Source: an optimization exercise on an open RTL-to-GDS flow (aim: small area, a short achievable clock period and few clock cycles). Production flows keep margins and buffers that such runs may drop. Function was checked by simulation only, so behaviour that the tests miss may differ from the original. Power and IR drop assume default switching activity.

// riscv_core
module riscv_core #(
    parameter int                          ADDR_WIDTH = 20,
    parameter logic [core_pkg::XLEN-1:0]   RESET_PC   = '0
) (
    input  logic                      clk,
    input  logic                      rst,
    output logic [ADDR_WIDTH-1:0]     paddr,
    output logic                      psel,
    output logic                      penable,
    output logic                      pwrite,
    output logic [core_pkg::XLEN-1:0] pwdata,
    output logic [3:0]                pstrb,
    input  logic [core_pkg::XLEN-1:0] prdata,
    input  logic                      pready
);
For scale: roughly 5000 cells after synthesis, roughly 1300 flip-flops, about 63000 um^2 of cells after synthesis.
export LEC_CHECK = 0
export CAP_MARGIN = 20
export CORE_MARGIN = 2
export CORE_UTILIZATION = 40
export SETUP_SLACK_MARGIN = 5
export SLEW_MARGIN = 20
create_clock -name core_clock -period 10.0 [get_ports {clk}]
run.sh (not shown) runs the stock make flow with config.mk's settings and CLKGATE_MAP_FILE= SYNTH_SCRIPT=/design/flow/synth_recipe.tcl, a recipe that flattens the netlist after the stock synthesis.
The starting point finished clean.
Testbench counts at the start, summed over its fixed seeds: cycles 106,772.
Change:
==> flow/flow/run.sh (new file) <==
#!/bin/bash
# Standard layout, with timing repair aimed at a tighter period than the
# constraint's 10 ns (slack margin 6.5 ns). Full tool output goes to make.log.
set -euo pipefail
bash standard.sh finish SETUP_SLACK_MARGIN=6.5 > make.log 2>&1
==> flow/standard.sh (new file) <==
#!/bin/bash
# synth_recipe.tcl (not shown) runs the flow's synth.tcl, then flattens the netlist and writes it again
# the make line also repeats each setting of config.mk as NAME=value (left out here)
make -C /OpenROAD-flow-scripts/flow DESIGN_CONFIG=/design/flow/config.mk WORK_HOME=/design/flow/orfs CLKGATE_MAP_FILE= SYNTH_SCRIPT=/design/flow/synth_recipe.tcl "${@:-finish}"
- SETUP_SLACK_MARGIN: 5 -> default
removed: flow/run.sh
Worst hold slack is better by 0.0071 ns. Setup slack gains 0.70 ns. Final area grows by 1.9%. Sequential power fell by about 0.7%. Sequential share of layout area drops by 1.0 points. Register-to-register slack gets better by 0.70 ns. Die area does not change. Fmax goes up by 18%.


riscv_core, a different RTL version from the one above (not shown whole).
Size in the first run: roughly 4900 cells after synthesis, ~1300 flip-flops, roughly 94 I/O pins, roughly 0.062 mm^2 of cells after synthesis.
clock: 10.0 ns
lec_check: 0
cap_margin: 20
core_margin: 2
core_utilization: 50
slew_margin: 20
standard.sh (not shown) runs the stock make flow with config.mk's settings and CLKGATE_MAP_FILE= SYNTH_SCRIPT=/design/flow/synth_recipe.tcl, a recipe that flattens the netlist after the stock synthesis.
==> flow/flow/run.sh <==
#!/bin/bash
# Standard layout, with timing repair aimed at a tighter period than the
# constraint's 10 ns (slack margin 6.8 ns), a denser floorplan, and a clock
# tree built without dummy loads. Full tool output goes to make.log.
set -euo pipefail
bash standard.sh finish SETUP_SLACK_MARGIN=6.8 \
    "CTS_ARGS=-sink_clustering_enable -repair_clock_nets -dont_use_dummy_load" > make.log 2>&1
Testbench counts at the start, summed over its fixed seeds: cycles 105,220.
Edit:
==> flow/flow/run.sh (replaced) <==
#!/bin/bash
# Standard layout, with timing repair aimed at a tighter period than the
# constraint's 10 ns (slack margin 6.8 ns). Full tool output goes to make.log.
set -euo pipefail
bash standard.sh finish SETUP_SLACK_MARGIN=6.8 > make.log 2>&1
--- a/flow/config.mk
+++ b/flow/config.mk
@@ -9,3 +9,3 @@
 export CORE_MARGIN = 2
-export CORE_UTILIZATION = 50
+export CORE_UTILIZATION = 40
 export SLEW_MARGIN = 20
- area after synthesis does not change
- clock skew decreases by 0.024 ns
- routed wire length is higher by 0.36%
- sequential cell count is unchanged
- die area increases by 25%
- core utilization falls by 11 points
- critical path depth is unchanged
- design area climbs by 1.7%
- worst hold slack degrades by 0.017 ns
- count of clock-buffer cells in the layout rose by 28


riscv_core, a different RTL version from the one above (not shown whole).
Size: about 5,100 cells after synthesis, roughly 62,000 sq um of cells after synthesis.
export LEC_CHECK = 0
export CAP_MARGIN = 20
export CORE_MARGIN = 2
export CORE_UTILIZATION = 40
export SLEW_MARGIN = 20
create_clock -name core_clock -period 10.0 [get_ports {clk}]
==> flow/flow/run.sh <==
#!/bin/bash
# Standard layout, with timing repair aimed at a tighter period than the
# constraint's 10 ns (slack margin 6.6 ns), a clock tree with larger sink
# clusters (30 flip-flops per leaf buffer) built without dummy loads, and
# adders left to ABC instead of mapped onto full-adder cells.
# Full tool output goes to make.log.
set -euo pipefail
bash standard.sh finish SETUP_SLACK_MARGIN=6.6 ADDER_MAP_FILE= \
    "CTS_ARGS=-sink_clustering_enable -repair_clock_nets -dont_use_dummy_load -sink_clustering_size 30 -sink_clustering_max_diameter 80" > make.log 2>&1
Testbench counts at the start, summed over its fixed seeds: cycles 105,220.
Then changed:
==> flow/flow/run.sh (replaced) <==
#!/bin/bash
# Standard layout, with timing repair aimed at a tighter period than the
# constraint's 10 ns (slack margin 6.8 ns), a clock tree built without dummy
# loads, and adders left to ABC instead of mapped onto full-adder cells.
# Full tool output goes to make.log.
set -euo pipefail
bash standard.sh finish SETUP_SLACK_MARGIN=6.8 ADDER_MAP_FILE= \
    "CTS_ARGS=-sink_clustering_enable -repair_clock_nets -dont_use_dummy_load" > make.log 2>&1
Routed wire length is higher by 1.7%.
Global-route usage increases by 0.44 points.
Via count goes up by 2.6%.
Final cell count rose by 2.3%.
Power climbs by 15%.
Sequential cell count is unchanged.
Hold slack stays flat.
Count of clock-buffer cells in the layout is higher by 69.
Die area is unchanged.
Maximum frequency increases by 5.0%.
Final area is higher by 5.7%.
Then changed:
==> flow/flow/run.sh (replaced) <==
#!/bin/bash
# Standard layout, with timing repair aimed at a tighter period than the
# constraint's 10 ns (slack margin 6.8 ns), a clock tree with larger sink
# clusters (30 flip-flops per leaf buffer) built without dummy loads, and
# adders left to ABC instead of mapped onto full-adder cells.
# Full tool output goes to make.log.
set -euo pipefail
bash standard.sh finish SETUP_SLACK_MARGIN=6.8 ADDER_MAP_FILE= \
    "CTS_ARGS=-sink_clustering_enable -repair_clock_nets -dont_use_dummy_load -sink_clustering_size 30 -sink_clustering_max_diameter 80" > make.log 2>&1
=> The changed run completed with no timing, DRC or antenna violations. Synthesized cell count does not change. First-iteration DRC count drops by 0.93%. Via count decreases by 1.4%.

-- static timing again, ports no longer ideal --
In the flow no input, the clock included, has a driving cell. The finished layouts below were timed again as built, in two steps. Step 1: set_driving_cell puts a clkbuf_16 on clk and a buf_2 on each other input, an assumption about the parent block. Step 2, shift: input delay + t, output delay - t, t = (earliest + latest rising clock arrival at the registers) / 2. This alone moves slack from input paths to output paths. Three values: no drivers, after step 1, after step 2; two values: the first two.
| run | shift t [ns] | slack for setup (ns) | worst setup path at the end |
|---|---|---|---|
| the first run of note 1 | 0.864 | 5.534 / 5.534 / 4.954 | input to register |
| the second run of note 1 | 0.866 | 6.230 / 6.230 / 5.761 | input to register |
| the first run of note 2 | 0.867 | 6.225 / 6.225 / 5.959 | input to register |
| the second run of note 2 | 0.861 | 6.224 / 6.224 / 5.978 | input to register |
| the first run of note 3 | 0.778 | 6.394 / 6.394 / 5.891 | input to register |
| the second run of note 3 | 0.852 | 6.566 / 6.519 / 5.987 | input to register |
| the third run of note 3 | 0.770 | 6.580 / 6.576 / 5.989 | input to register |
After both steps every run listed still meets setup and hold. The setup slack of the third run of note 3, which loses most, moves by -0.004 ns with the drivers and by -0.591 ns with both steps.
